This design comes from an exercise in tuning for small area and a short achievable clock period on the open sky130 flow, not from production work.
In this exercise RTL edits were held to simulation tests only and were not proved equivalent to the original.
Power is estimated from default activity; no workload was simulated.

===== flow/flow/run.sh =====
#!/bin/bash
# The standard layout, with the ports buffered by buf_2 cells rather than
# the delay buffers buffer_ports picks by default.
set -euo pipefail
export BUFFER_PORTS_ARGS="-buffer_cell sky130_fd_sc_hd__buf_2"
bash standard.sh > standard.log 2>&1

===== flow/standard.sh =====
#!/bin/bash
# synth_recipe.tcl (not shown) runs the flow's synth.tcl, then flattens the netlist and writes it again
# the make line also repeats each setting of config.mk as NAME=value (left out here)
make -C /OpenROAD-flow-scripts/flow DESIGN_CONFIG=/design/flow/config.mk WORK_HOME=/design/flow/orfs CLKGATE_MAP_FILE= SYNTH_SCRIPT=/design/flow/synth_recipe.tcl "${@:-finish}"

===== flow/config.mk =====
export PLATFORM = sky130hd
export DESIGN_NAME = mmio_event_queue
export DESIGN_NICKNAME = mmio_event_queue
export VERILOG_FILES = /design/flow/design.v
export SDC_FILE = /design/flow/constraint.sdc
export NUM_CORES = 4
export LEC_CHECK = 0
export CAP_MARGIN = 20
export CORE_MARGIN = 2
export CORE_UTILIZATION = 40
export CTS_CLUSTER_DIAMETER = 150
export CTS_CLUSTER_SIZE = 25
export SETUP_SLACK_MARGIN = 2.6
export SLEW_MARGIN = 20
export SYNTH_HIERARCHICAL = 1
export SYNTH_MINIMUM_KEEP_SIZE = 0

===== flow/constraint.sdc =====
create_clock -name core_clock -period 5.0 [get_ports {clk}]
set_input_delay 1.0000 -clock core_clock [delete_from_list [all_inputs] [get_ports {clk}]]
set_output_delay 1.0000 -clock core_clock [all_outputs]
set_load 0.01 [all_outputs]

===== flow/design.v =====
package MMIOStruct;
  localparam int unsigned MMIO_W       = 101;
  localparam int unsigned MMIO_STORE   = 100;
  localparam int unsigned MMIO_SRC_NUM = 3;
  localparam logic [MMIO_W-1:0] MMIO_IDLE = '0;
endpackage
module mmio_push_compact #(
  parameter int unsigned DEPTH = 8
) (
  input  logic             rstn_i,
  input  logic             rdy_i,       
  input  logic [DEPTH:0]   oh_i,        
  input  logic [DEPTH-1:0] th_i,        
  input  logic             t_st_i,
  input  logic             d_st_i,
  input  logic             u_st_i,
  output logic [DEPTH-1:0] sel_hold_o,
  output logic [DEPTH-1:0] sel_shift_o,
  output logic [DEPTH-1:0] sel_t_o,
  output logic [DEPTH-1:0] sel_d_o,
  output logic [DEPTH-1:0] sel_u_o
);
  logic [DEPTH+1:0] b;               
  logic             d0, d1;          
  logic             u0, u1, u2;      
  logic             go;
  always_comb begin
    d0 = d_st_i & !t_st_i;
    d1 = d_st_i &  t_st_i;
    u0 = u_st_i & !t_st_i & !d_st_i;
    u1 = u_st_i & (t_st_i ^ d_st_i);
    u2 = u_st_i &  t_st_i &  d_st_i;
    b = '0;
    b[2] = oh_i[0] | (rdy_i & oh_i[1]);
    for (int unsigned k = 1; k < DEPTH; k++)
      b[k+2] = rdy_i ? oh_i[k+1] : oh_i[k];
    for (int unsigned i = 0; i < DEPTH; i++) begin
      go             = (i == 0) ? rstn_i : 1'b1;
      sel_hold_o[i]  = go & !rdy_i & th_i[i];
      sel_shift_o[i] = (i + 1 < DEPTH) ? (go & rdy_i & th_i[(i+1) % DEPTH]) : 1'b0;
      sel_t_o[i]     = go & t_st_i & b[i+2];
      sel_d_o[i]     = go & ((d0 & b[i+2]) | (d1 & b[i+1]));
      sel_u_o[i]     = go & ((u0 & b[i+2]) | (u1 & b[i+1]) | (u2 & b[i]));
    end
  end
endmodule
module mmio_event_queue
#(
  parameter int unsigned DEPTH = 8,
  parameter int unsigned CNT_W = $clog2(DEPTH + 1)
) (
  input  logic             clk,
  input  logic             rstn,
  input  logic [MMIOStruct::MMIO_W-1:0]          timer_mmio,
  input  logic [MMIOStruct::MMIO_W-1:0]          disp_mmio,
  input  logic [MMIOStruct::MMIO_W-1:0]          uart_mmio,
  input  logic             cosim_ready,
  output logic [MMIOStruct::MMIO_W-1:0]          cosim_mmio,
  output logic [CNT_W-1:0] count,
  output logic             overflow
);
  localparam int unsigned DW = MMIOStruct::MMIO_STORE;   
  logic [DW-1:0]    mem_q [DEPTH];
  logic [DW-1:0]    mem_d [DEPTH];
  logic [CNT_W-1:0] count_q, count_d;
  logic [DEPTH:0]   oh_q, oh_d;        
  logic [DEPTH-1:0] th_q, th_d;        
  logic             overflow_q, overflow_d;
  logic             t_st, d_st, u_st, rdy;
  logic [DEPTH-1:0] sel_t, sel_d, sel_u, sel_hold, sel_shift;
  assign t_st = timer_mmio[MMIOStruct::MMIO_STORE];
  assign d_st = disp_mmio[MMIOStruct::MMIO_STORE];
  assign u_st = uart_mmio[MMIOStruct::MMIO_STORE];
  assign rdy  = cosim_ready;
  mmio_push_compact #(.DEPTH(DEPTH)) u_compact (
    .rstn_i      (rstn),
    .rdy_i       (rdy),
    .oh_i        (oh_q),
    .th_i        (th_q),
    .t_st_i      (t_st),
    .d_st_i      (d_st),
    .u_st_i      (u_st),
    .sel_hold_o  (sel_hold),
    .sel_shift_o (sel_shift),
    .sel_t_o     (sel_t),
    .sel_d_o     (sel_d),
    .sel_u_o     (sel_u)
  );
  always_comb begin
    for (int unsigned i = 0; i < DEPTH; i++) begin
      mem_d[i] = ({DW{sel_hold[i]}}  & mem_q[i])
               | ({DW{sel_shift[i]}} & mem_q[(i+1) % DEPTH])
               | ({DW{sel_t[i]}}     & timer_mmio[DW-1:0])
               | ({DW{sel_d[i]}}     & disp_mmio[DW-1:0])
               | ({DW{sel_u[i]}}     & uart_mmio[DW-1:0]);
    end
  end
  mmio_occupancy #(.DEPTH(DEPTH), .CNT_W(CNT_W)) u_occupancy (
    .rdy_i      (rdy),
    .oh_i       (oh_q),
    .th_i       (th_q),
    .overflow_i (overflow_q),
    .t_st_i     (t_st),
    .d_st_i     (d_st),
    .u_st_i     (u_st),
    .oh_o       (oh_d),
    .th_o       (th_d),
    .count_o    (count_d),
    .overflow_o (overflow_d)
  );
  always_ff @(posedge clk) begin
    if (!rstn) begin
      count_q    <= '0;
      oh_q       <= (DEPTH+1)'(1);
      th_q       <= '0;
      overflow_q <= 1'b0;
    end else begin
      count_q    <= count_d;
      oh_q       <= oh_d;
      th_q       <= th_d;
      overflow_q <= overflow_d;
    end
  end
  always_ff @(posedge clk) begin
    for (int unsigned i = 0; i < DEPTH; i++) mem_q[i] <= mem_d[i];
  end
  assign cosim_mmio = {th_q[0], mem_q[0]};
  assign count      = count_q;
  assign overflow   = overflow_q;
endmodule
module mmio_occupancy #(
  parameter int unsigned DEPTH = 8,
  parameter int unsigned CNT_W = $clog2(DEPTH + 1)
) (
  input  logic             rdy_i,       
  input  logic [DEPTH:0]   oh_i,        
  input  logic [DEPTH-1:0] th_i,        
  input  logic             overflow_i,
  input  logic             t_st_i,
  input  logic             d_st_i,
  input  logic             u_st_i,
  output logic [DEPTH:0]   oh_o,
  output logic [DEPTH-1:0] th_o,
  output logic [CNT_W-1:0] count_o,
  output logic             overflow_o
);
  logic [DEPTH+3:0] b;         
  logic [DEPTH:0]   base_th;   
  logic [3:0]       n_eq;      
  logic [3:0]       n_ge;      
  always_comb begin
    n_ge[0] = 1'b1;
    n_ge[1] = t_st_i | d_st_i | u_st_i;
    n_ge[2] = (t_st_i & d_st_i) | (t_st_i & u_st_i) | (d_st_i & u_st_i);
    n_ge[3] = t_st_i & d_st_i & u_st_i;
    n_eq[0] = !n_ge[1];
    n_eq[1] = n_ge[1] & !n_ge[2];
    n_eq[2] = n_ge[2] & !n_ge[3];
    n_eq[3] = n_ge[3];
    b = '0;
    b[3] = oh_i[0] | (rdy_i & oh_i[1]);
    for (int unsigned k = 1; k < DEPTH; k++)
      b[k+3] = rdy_i ? oh_i[k+1] : oh_i[k];
    b[DEPTH+3] = !rdy_i & oh_i[DEPTH];
    for (int unsigned k = 0; k < DEPTH; k++)
      base_th[k] = rdy_i ? ((k + 1 < DEPTH) ? th_i[(k+1) % DEPTH] : 1'b0) : th_i[k];
    base_th[DEPTH] = 1'b0;
    for (int unsigned k = 0; k < DEPTH; k++) begin
      oh_o[k] = (b[k+3] & n_eq[0]) | (b[k+2] & n_eq[1]) | (b[k+1] & n_eq[2]) | (b[k] & n_eq[3]);
      th_o[k] = base_th[k] | (b[k+3] & n_ge[1]) | (b[k+2] & n_ge[2]) | (b[k+1] & n_ge[3]);
    end
    oh_o[DEPTH] = th_o[DEPTH-1];
    overflow_o = overflow_i
               | (b[DEPTH+3] & n_ge[1]) | (b[DEPTH+2] & n_ge[2]) | (b[DEPTH+1] & n_ge[3]);
    count_o = '0;
    for (int unsigned k = 1; k <= DEPTH; k++)
      for (int unsigned j = 0; j < CNT_W; j++)
        if (((k >> j) & 1) != 0) count_o[j] = count_o[j] | oh_o[k];
  end
endmodule

==> reports/metrics.cfg, run 1 <==
[status]
status=failed layout checks
failed_checks=max-capacitance violations, max-slew violations

[clock_network]
cts-root-buf=clkbuf_16
tritoncts=yes
htree_levels=2
cts_buffers=38
clock_latency_ps=620
cts.reportedPaths.clkPinSlew_ps=110
hold_buffers=0
cts.sinks=822
max-clock-path-buffers=3

[finish]
fin_cells=5325
multiInputGateArea_sq_um=19000
finalInstanceArea_sq_um=42000
area_growth_pct=7.90
seq_area_sq_um=16500
layout.nets=4339
drive_above_1_share=0.177
utilization=0.435
fillers=9459

[synth]
syn-cell-area_sq_um=39000
postSynthCellCount=4155
synth_nets=4463
synthAdderAreaFrac=0.000899
postSynthAreaPerCell_sq_um=9.38
yosys_warnings=11
synth_top_area_frac=0.422
synthMostInstantiatedCell=dfxtp_1
synth_cell_types=54
synth_top_family_by_area=compound AO/OA/AOI/OAI gates
synth-xor-area-share=0.000931
yosys.area.top_type=dfxtp_1
synth.area.top_cells=dfxtp_1, a222oi_1, a22oi_1
synth-simple-area-share=0.0934
synth_mux_area_frac=0.00556
synthFlopType=dfxtp_1
synth_compound_area_frac=0.369
synthArstFlopShare=0
synth_edf_count=0
ys_ff_latch=822
synth-seq-area-share=0.422
synth_common_cells=dfxtp_1, nand2_1, a22oi_1, a222oi_1, clkbuf_1

[placed_design]
hpwl_um=91500
gp_congestion=0.809
place_inst=5164
place_area_sq_um=39600
dpl_worst_slack_ps=1150
io_buffers=411

[worst_setup_path]
crit_chain=and2b_1 -> a222oi_1 -> nand2_1
arrival_ps=2990
slowest_stage=and2b_1
startpoint_type=flop
cpLargestDelayFamily=simple AND/OR/NAND/NOR gates
end_kind=flop
cp_max_fo=23
slowest_delay_ps=1400
cp_num_buf_inv=0
crit_type=reg -> reg
required_ps=5570

[timing]
relSlewSlack=-0.188
worst_pin_slew_ps=1780
clock_skew_ps=25.0
fin_crit_sh=0.485
setup_violations=0
drv_slew=24
hold_violations=0
setup_ws_ps=2580
final.setup.tns_ps=0
finalCriticalPeriod_ps=2420
fmaxAchievable_mhz=413
rsz0062_at_grt=yes
holdWs_ps=478

[grt]
track_usage=0.347
grt_max_degree=101
grt_pass1_vias=37300
grt_antenna_before_repair=34
grt_pass1_wl_um=263000
grt_overflow=0

[floorplan]
num_rows=114
die_h_um=316
die_w_um=316
core_region_area_sq_um=96600
ioPinCount=412
start_util=0.403
die_area_sq_um=99900

[detailed_routing]
vias=40500
drt-pass1-iter-count=13
avgRoutedWirePerCell_um=35.7
via_per_inst=7.61
drt_iter0_drc=10200
routed_wl_um=190000
drc_errors=0
ant_nets=0

[power]
pwr-share-seq=0.551
leakagePower_nw=17.8
max-vdd-ir-drop_mv=0.263
power_frac_comb=0.176
swShare=0.314
pwr_density_cell_nw_per_um2=322
p_int_mw=9.29
clockPowerShare=0.273
switching_power_mw=4.25
finalPower_mw=13.5

[run]
drv_cap=1

[min_path]
hp-class=reg -> reg

[metal layers]
layer | track usage | up-vias | share of wire
met3 | 0.102 | 501 | 0.16
met4 | 0.116 | 30 | 0.038
met5 | 0 | - | 0.0011
met2 | 0.504 | 3521 | 0.41
met1 | 0.491 | 19900 | 0.39
li1 | - | 16600 | -
[flip-flops by register name (all words and copies together), names as in the netlist]
| name | cells |
|---|---|
| count_q | 4 |
| mem_q | 800 |
| oh_q | 9 |
| overflow_q | 1 |
| th_q | 8 |
[repair_timing]
| action | 4_1_cts | 5_1_grt |
|---|---|---|
| gates resized for setup | 38 | 29 |
| setup endpoints to repair | 807 | 690 |
| endpoints found under the hold margin | 0 | 0 |
| pin swaps | 20 | 20 |
| buffers inserted | 20 | 46 |
| cloned | 25 | 11 |
[logic make-up after synthesis]
family	after synthesis
other cells	1
simple gates	898
mux	16
xor+xnor	2
flops	822
compound gates	1647
buf+inv	766
fa+ha+maj	3
[worst reg2reg max path: stages (launching register included)]
cell      delay, ps
dfxtp_1         630
and2b_1        1410
a222oi_1        200
nand2_1         140
[worst paths after layout]
kind,start,end,slack (ps),depth (start not counted)
setup / recovery,th_q[6],mem_q[6][9],2580,3
hold / removal,mem_q[6][71],mem_q[6][71],480,2
setup reg to reg,th_q[6],mem_q[6][9],2580,3
hold reg to reg,mem_q[6][71],mem_q[6][71],480,2
[layout by cell type (no fill, tap or decap), drive strengths merged, types with 2 or more instances in the layout]
| cell | netlist | final |
|---|---|---|
| dfxtp | 822 | 822 |
| nand2 | 815 | 819 |
| a22oi | 806 | 806 |
| a222oi | 800 | 800 |
| buf | 358 | 559 |
| clkbuf | 400 | 44 |
| and2 | 34 | 35 |
| a22o | 8 | 25 |
| diode | 0 | 17 |
| a211oi | 11 | 11 |
| and3 | 5 | 11 |
| nor2 | 10 | 10 |
| nor2b | 9 | 10 |
| inv | 8 | 9 |
| mux2i | 9 | 9 |
| mux2 | 7 | 7 |
| o221ai | 6 | 6 |
| and2b | 5 | 6 |
| nor3 | 6 | 6 |
| o21ai | 4 | 4 |
| a21oi | 4 | 4 |
| nor4 | 4 | 4 |
| or3 | 3 | 3 |
| o22ai | 3 | 3 |
| nand4b | 3 | 3 |
| ha | 2 | 2 |
| xnor2 | 2 | 2 |
[layout make-up]
cell class	instances	share of cell area
diodes	17	0.00101
inverters	8	0.000774
clock buffers	39	0.0232
well taps	1276	0.0380
clock inverters	2	0.000327
flip-flops and latches	822	0.391
repair buffers	564	0.0935
multi-input cells	2597	0.452
[power groups by stage]
| stage | combinational, mW | clock (mW) | sequential, mW |
|---|---|---|---|
| after floorplan | 1.41 | 0 | 7.53 |
| after global placement | 2.05 | 0 | 7.58 |
| after detailed placement | 2.07 | 0 | 7.58 |
| after CTS | 2.18 | 3.70 | 7.44 |
| after global routing | 2.49 | 3.92 | 7.52 |
| final | 2.38 | 3.69 | 7.47 |
==> run 2: changes to the inputs <==
--- a/flow/config.mk
+++ b/flow/config.mk
@@ -7,9 +7,9 @@
 export LEC_CHECK = 0
-export CAP_MARGIN = 20
+export CAP_MARGIN = 30
 export CORE_MARGIN = 2
 export CORE_UTILIZATION = 40
-export CTS_CLUSTER_DIAMETER = 150
-export CTS_CLUSTER_SIZE = 25
-export SETUP_SLACK_MARGIN = 2.6
-export SLEW_MARGIN = 20
+export CTS_CLUSTER_DIAMETER = 100
+export CTS_CLUSTER_SIZE = 20
+export SETUP_SLACK_MARGIN = 2.8
+export SLEW_MARGIN = 30
 export SYNTH_HIERARCHICAL = 1
==> run 2 against run 1 <==
Now clean on timing, DRC and antenna. Sequential share of layout area shrank 0.92 points. Core utilization grew 1.3 points. Total power grew 4.1%. Die area is the same. Sequential power is essentially flat. Critical path depth grew 2. Register-to-register slack gained 210 ps. Sequential cell count is the same. Clock skew grew 9.0 ps.
==> reports/metrics.cfg, run 2 <==
[placed_design]
io_buffers=411  ; unchanged
hpwl_um=93600  ; was 91500 um
place_area_sq_um=39800  ; was 39600 sq um
place_inst=5179  ; was 5164
gp_congestion=0.834  ; was 0.809

[floorplan]
core_region_area_sq_um=96600  ; unchanged
die_h_um=316  ; unchanged
die_w_um=316  ; unchanged
ioPinCount=412  ; unchanged
start_util=0.403  ; unchanged
num_rows=114  ; unchanged
die_area_sq_um=99900  ; unchanged

[timing]
clock_skew_ps=34.0  ; was 25.0 ps
fmaxAchievable_mhz=438  ; was 413 MHz
final.setup.tns_ps=0  ; unchanged
finalCriticalPeriod_ps=2280  ; was 2420 ps
fin_crit_sh=0.456  ; was 0.485
hold_violations=0  ; unchanged
worst_pin_slew_ps=1220  ; was 1780 ps
drv_slew=0  ; was 24
relSlewSlack=0.186  ; was -0.188
rsz0062_at_grt=yes  ; unchanged
setup_violations=0  ; unchanged
holdWs_ps=473  ; was 478 ps

[clock_network]
hold_buffers=0  ; unchanged
max-clock-path-buffers=3  ; unchanged
cts.reportedPaths.clkPinSlew_ps=90  ; was 110 ps
cts.sinks=822  ; unchanged
htree_levels=2  ; unchanged
cts-root-buf=clkbuf_16  ; unchanged
clock_latency_ps=650  ; was 620 ps
cts_buffers=47  ; was 38
tritoncts=yes  ; unchanged

[min_path]
hp-class=reg -> reg  ; unchanged

[finish]
largest_reg_flops=800  ; unchanged
reg_top3=mem_q: 800 flops, oh_q: 9 flops, th_q: 8 flops  ; unchanged
area_growth_pct=11.1  ; was 7.90%
drive_above_1_share=0.206  ; was 0.177
regMostFlops=mem_q  ; unchanged
fin_cells=5413  ; was 5325
layout_common_cells=nand2_1, a22oi_1, a222oi_1  ; was dfxtp_1, nand2_1, a222oi_1, a22oi_1, buf_2
final_common_cell=nand2_1  ; was dfxtp_1
finalInstanceArea_sq_um=43300  ; was 42000 sq um
fillers=9439  ; was 9459
layout.nets=4410  ; was 4339

[grt]
track_usage=0.360  ; was 0.347
grt_pass1_wl_um=269000  ; was 263000 um
grt_max_degree=101  ; unchanged
grt_pass1_vias=37800  ; was 37300
grt_antenna_before_repair=49  ; was 34
grt_overflow=0  ; unchanged

[synth]
synth_top_area_frac=0.422  ; unchanged
synth_common_cells=dfxtp_1, nand2_1, a22oi_1, a222oi_1, clkbuf_1  ; unchanged
postSynthAreaPerCell_sq_um=9.38  ; unchanged
synthFlopType=dfxtp_1  ; unchanged
yosys.area.top_type=dfxtp_1  ; unchanged
synthMostInstantiatedCell=dfxtp_1  ; unchanged
synth-seq-area-share=0.422  ; unchanged
postSynthCellCount=4155  ; unchanged
syn-cell-area_sq_um=39000  ; unchanged
yosys_warnings=11  ; unchanged
ys_ff_latch=822  ; unchanged
synth_nets=4463  ; unchanged
synth.area.top_cells=dfxtp_1, a222oi_1, a22oi_1  ; unchanged
synth_cell_types=54  ; unchanged
synth_edf_count=0  ; unchanged
synthArstFlopShare=0  ; unchanged

[worst_setup_path]
arrival_ps=2780  ; was 2990 ps
cp_max_fo=45  ; was 23
crit_type=in -> reg  ; was reg -> reg
slowest_delay_ps=680  ; was 1400 ps
end_kind=flop  ; unchanged
cpLargestDelayFamily=simple AND/OR/NAND/NOR gates  ; unchanged
startpoint_type=primary input  ; was flop
slowest_stage=and2b_1  ; unchanged
crit_chain=buf_16 -> clkbuf_8 -> and2b_1 -> a222oi_1 -> nand2_1  ; was and2b_1 -> a222oi_1 -> nand2_1
required_ps=5500  ; was 5570 ps
cp_num_buf_inv=2  ; was 0

[detailed_routing]
drc_errors=0  ; unchanged
ant_nets=0  ; unchanged
drt_iter0_drc=10600  ; was 10200
avgRoutedWirePerCell_um=36.1  ; was 35.7 um
routed_wl_um=195000  ; was 190000 um
via_per_inst=7.59  ; was 7.61
drt-pass1-iter-count=22  ; was 13
vias=41100  ; was 40500

[power]
max-vdd-ir-drop_mv=0.254  ; was 0.263 mV
pwr_density_cell_nw_per_um2=326  ; was 322 nW/um^2
finalPower_mw=14.1  ; was 13.5 mW
power_frac_comb=0.175  ; was 0.176
p_int_mw=9.69  ; was 9.29 mW
swShare=0.313  ; was 0.314
switching_power_mw=4.41  ; was 4.25 mW
clockPowerShare=0.295  ; was 0.273
pwr-share-seq=0.530  ; was 0.551
leakagePower_nw=18.4  ; was 17.8 nW

[status]
status=no timing/DRC/antenna violations  ; was failed layout checks

[run]
drv_cap=0  ; was 1

==> run 2: path summary, 6_finish.rpt <==
path / slack, ps / end / start / cells after the start
setup / recovery: 2720 / mem_q[5][75] / cosim_ready / 5
hold / removal: 470 / mem_q[4][54] / mem_q[4][54] / 2
setup reg to reg: 2790 / mem_q[1][80] / oh_q[1] / 5
hold reg to reg: 470 / mem_q[4][54] / mem_q[4][54] / 2
==> run 2: layout make-up <==
class / count / area (sq um) / area share
clock buffers: 51 / 1230 / 0.0285
diodes: 29 / 72.6 / 0.00168
inverters: 8 / 32.5 / 0.000751
flip-flops and latches: 822 / 16600 / 0.382
multi-input cells: 2613 / 19200 / 0.444
clock inverters: 4 / 41.3 / 0.000953
repair buffers: 610 / 4540 / 0.105
well taps: 1276 / 1600 / 0.0369
==> run 2: power groups by stage <==
stage | Clock, mW | Combinational [mW] | Sequential (mW)
floorplan | 0 | 1.41 | 7.53
global placement | 0 | 2.05 | 7.58
detailed placement | 0 | 2.08 | 7.58
CTS | 4.18 | 2.28 | 7.45
global route | 4.41 | 2.55 | 7.53
finish | 4.16 | 2.47 | 7.47
==> run 2: worst register-to-register path: stages, from the launching register on <==
cell     delay [ps]
dfxtp_1         600
mux2_4          360
and2_4          610
buf_12          310
a22oi_1         150
nand2_1          90
==> run 2: through the flow <==
stage	utilization	setup WS (ps)
floorplan	-	2520
global route	0.448	2760
CTS	0.441	2790
global placement	0.411	1320
detailed placement	0.412	1250
finish	0.448	2720
==> run 2: logic make-up (layout without fill, tap and decap cells) <==
family | after synthesis | count (layout) | synth area share
AND/OR/NAND/NOR | 898 | 926 | 0.0934
XOR/XNOR | 2 | 2 | 0.000931
adder cells (fa/ha/maj) | 3 | 3 | 0.000899
other | 1 | 30 | 0.0000962
buffers and inverters | 766 | 673 | 0.108
AO/OA/AOI/OAI | 1647 | 1663 | 0.369
multiplexers | 16 | 18 | 0.00556
flip-flops | 822 | 822 | 0.422
==> run 2: routing by layer <==
metal	up-vias	part of all wire	track usage
li1	16800	-	-
met1	19900	0.37	0.472
met2	3682	0.42	0.532
met3	716	0.15	0.112
met4	29	0.055	0.181
met5	-	0.0014	0
==> run 2: what timing repair did <==
| action | CTS | global route |
|---|---|---|
| endpoints found under the setup margin | 855 | 777 |
| gates cloned | 42 | 14 |
| endpoints found under the hold margin | 0 | 0 |
| buffers inserted | 70 | 23 |
| pin swaps | 24 | 44 |
| resized for setup | 129 | 88 |

-- port drivers added, routing unchanged --
The flow's constraints put no driver on any port. The routed layouts listed below were extracted and timed again, unchanged, in two steps. Step 1 assumes that a clkbuf_16 drives the clock port and a buf_2 every other input. Step 2 times the ports against the registers' clock, not the clock port: input delays grow and output delays shrink by t, the midpoint of the rising clock arrivals with the driver on. Slacks: no drivers / after step 1 / after step 2; pairs: no drivers / after step 1.
| run | shift t [ns] | setup WS [ns] | worst hold slack (ns) | clock arrival spread, ns | worst data-port slew with drivers (ns) |
|---|---|---|---|---|---|
| run 1 | 0.684 | 2.577 / 2.541 / 1.896 | 0.478 / 0.478 / 0.478 | 0.026 / 0.026 | 0.14 |
| run 2 | 0.707 | 2.719 / 2.535 / 1.828 | 0.473 / 0.473 / 0.473 | 0.039 / 0.039 | 0.27 |
For run 2, which loses most, drivers alone change the setup slack by -0.184 ns; drivers and shift together by -0.891 ns.
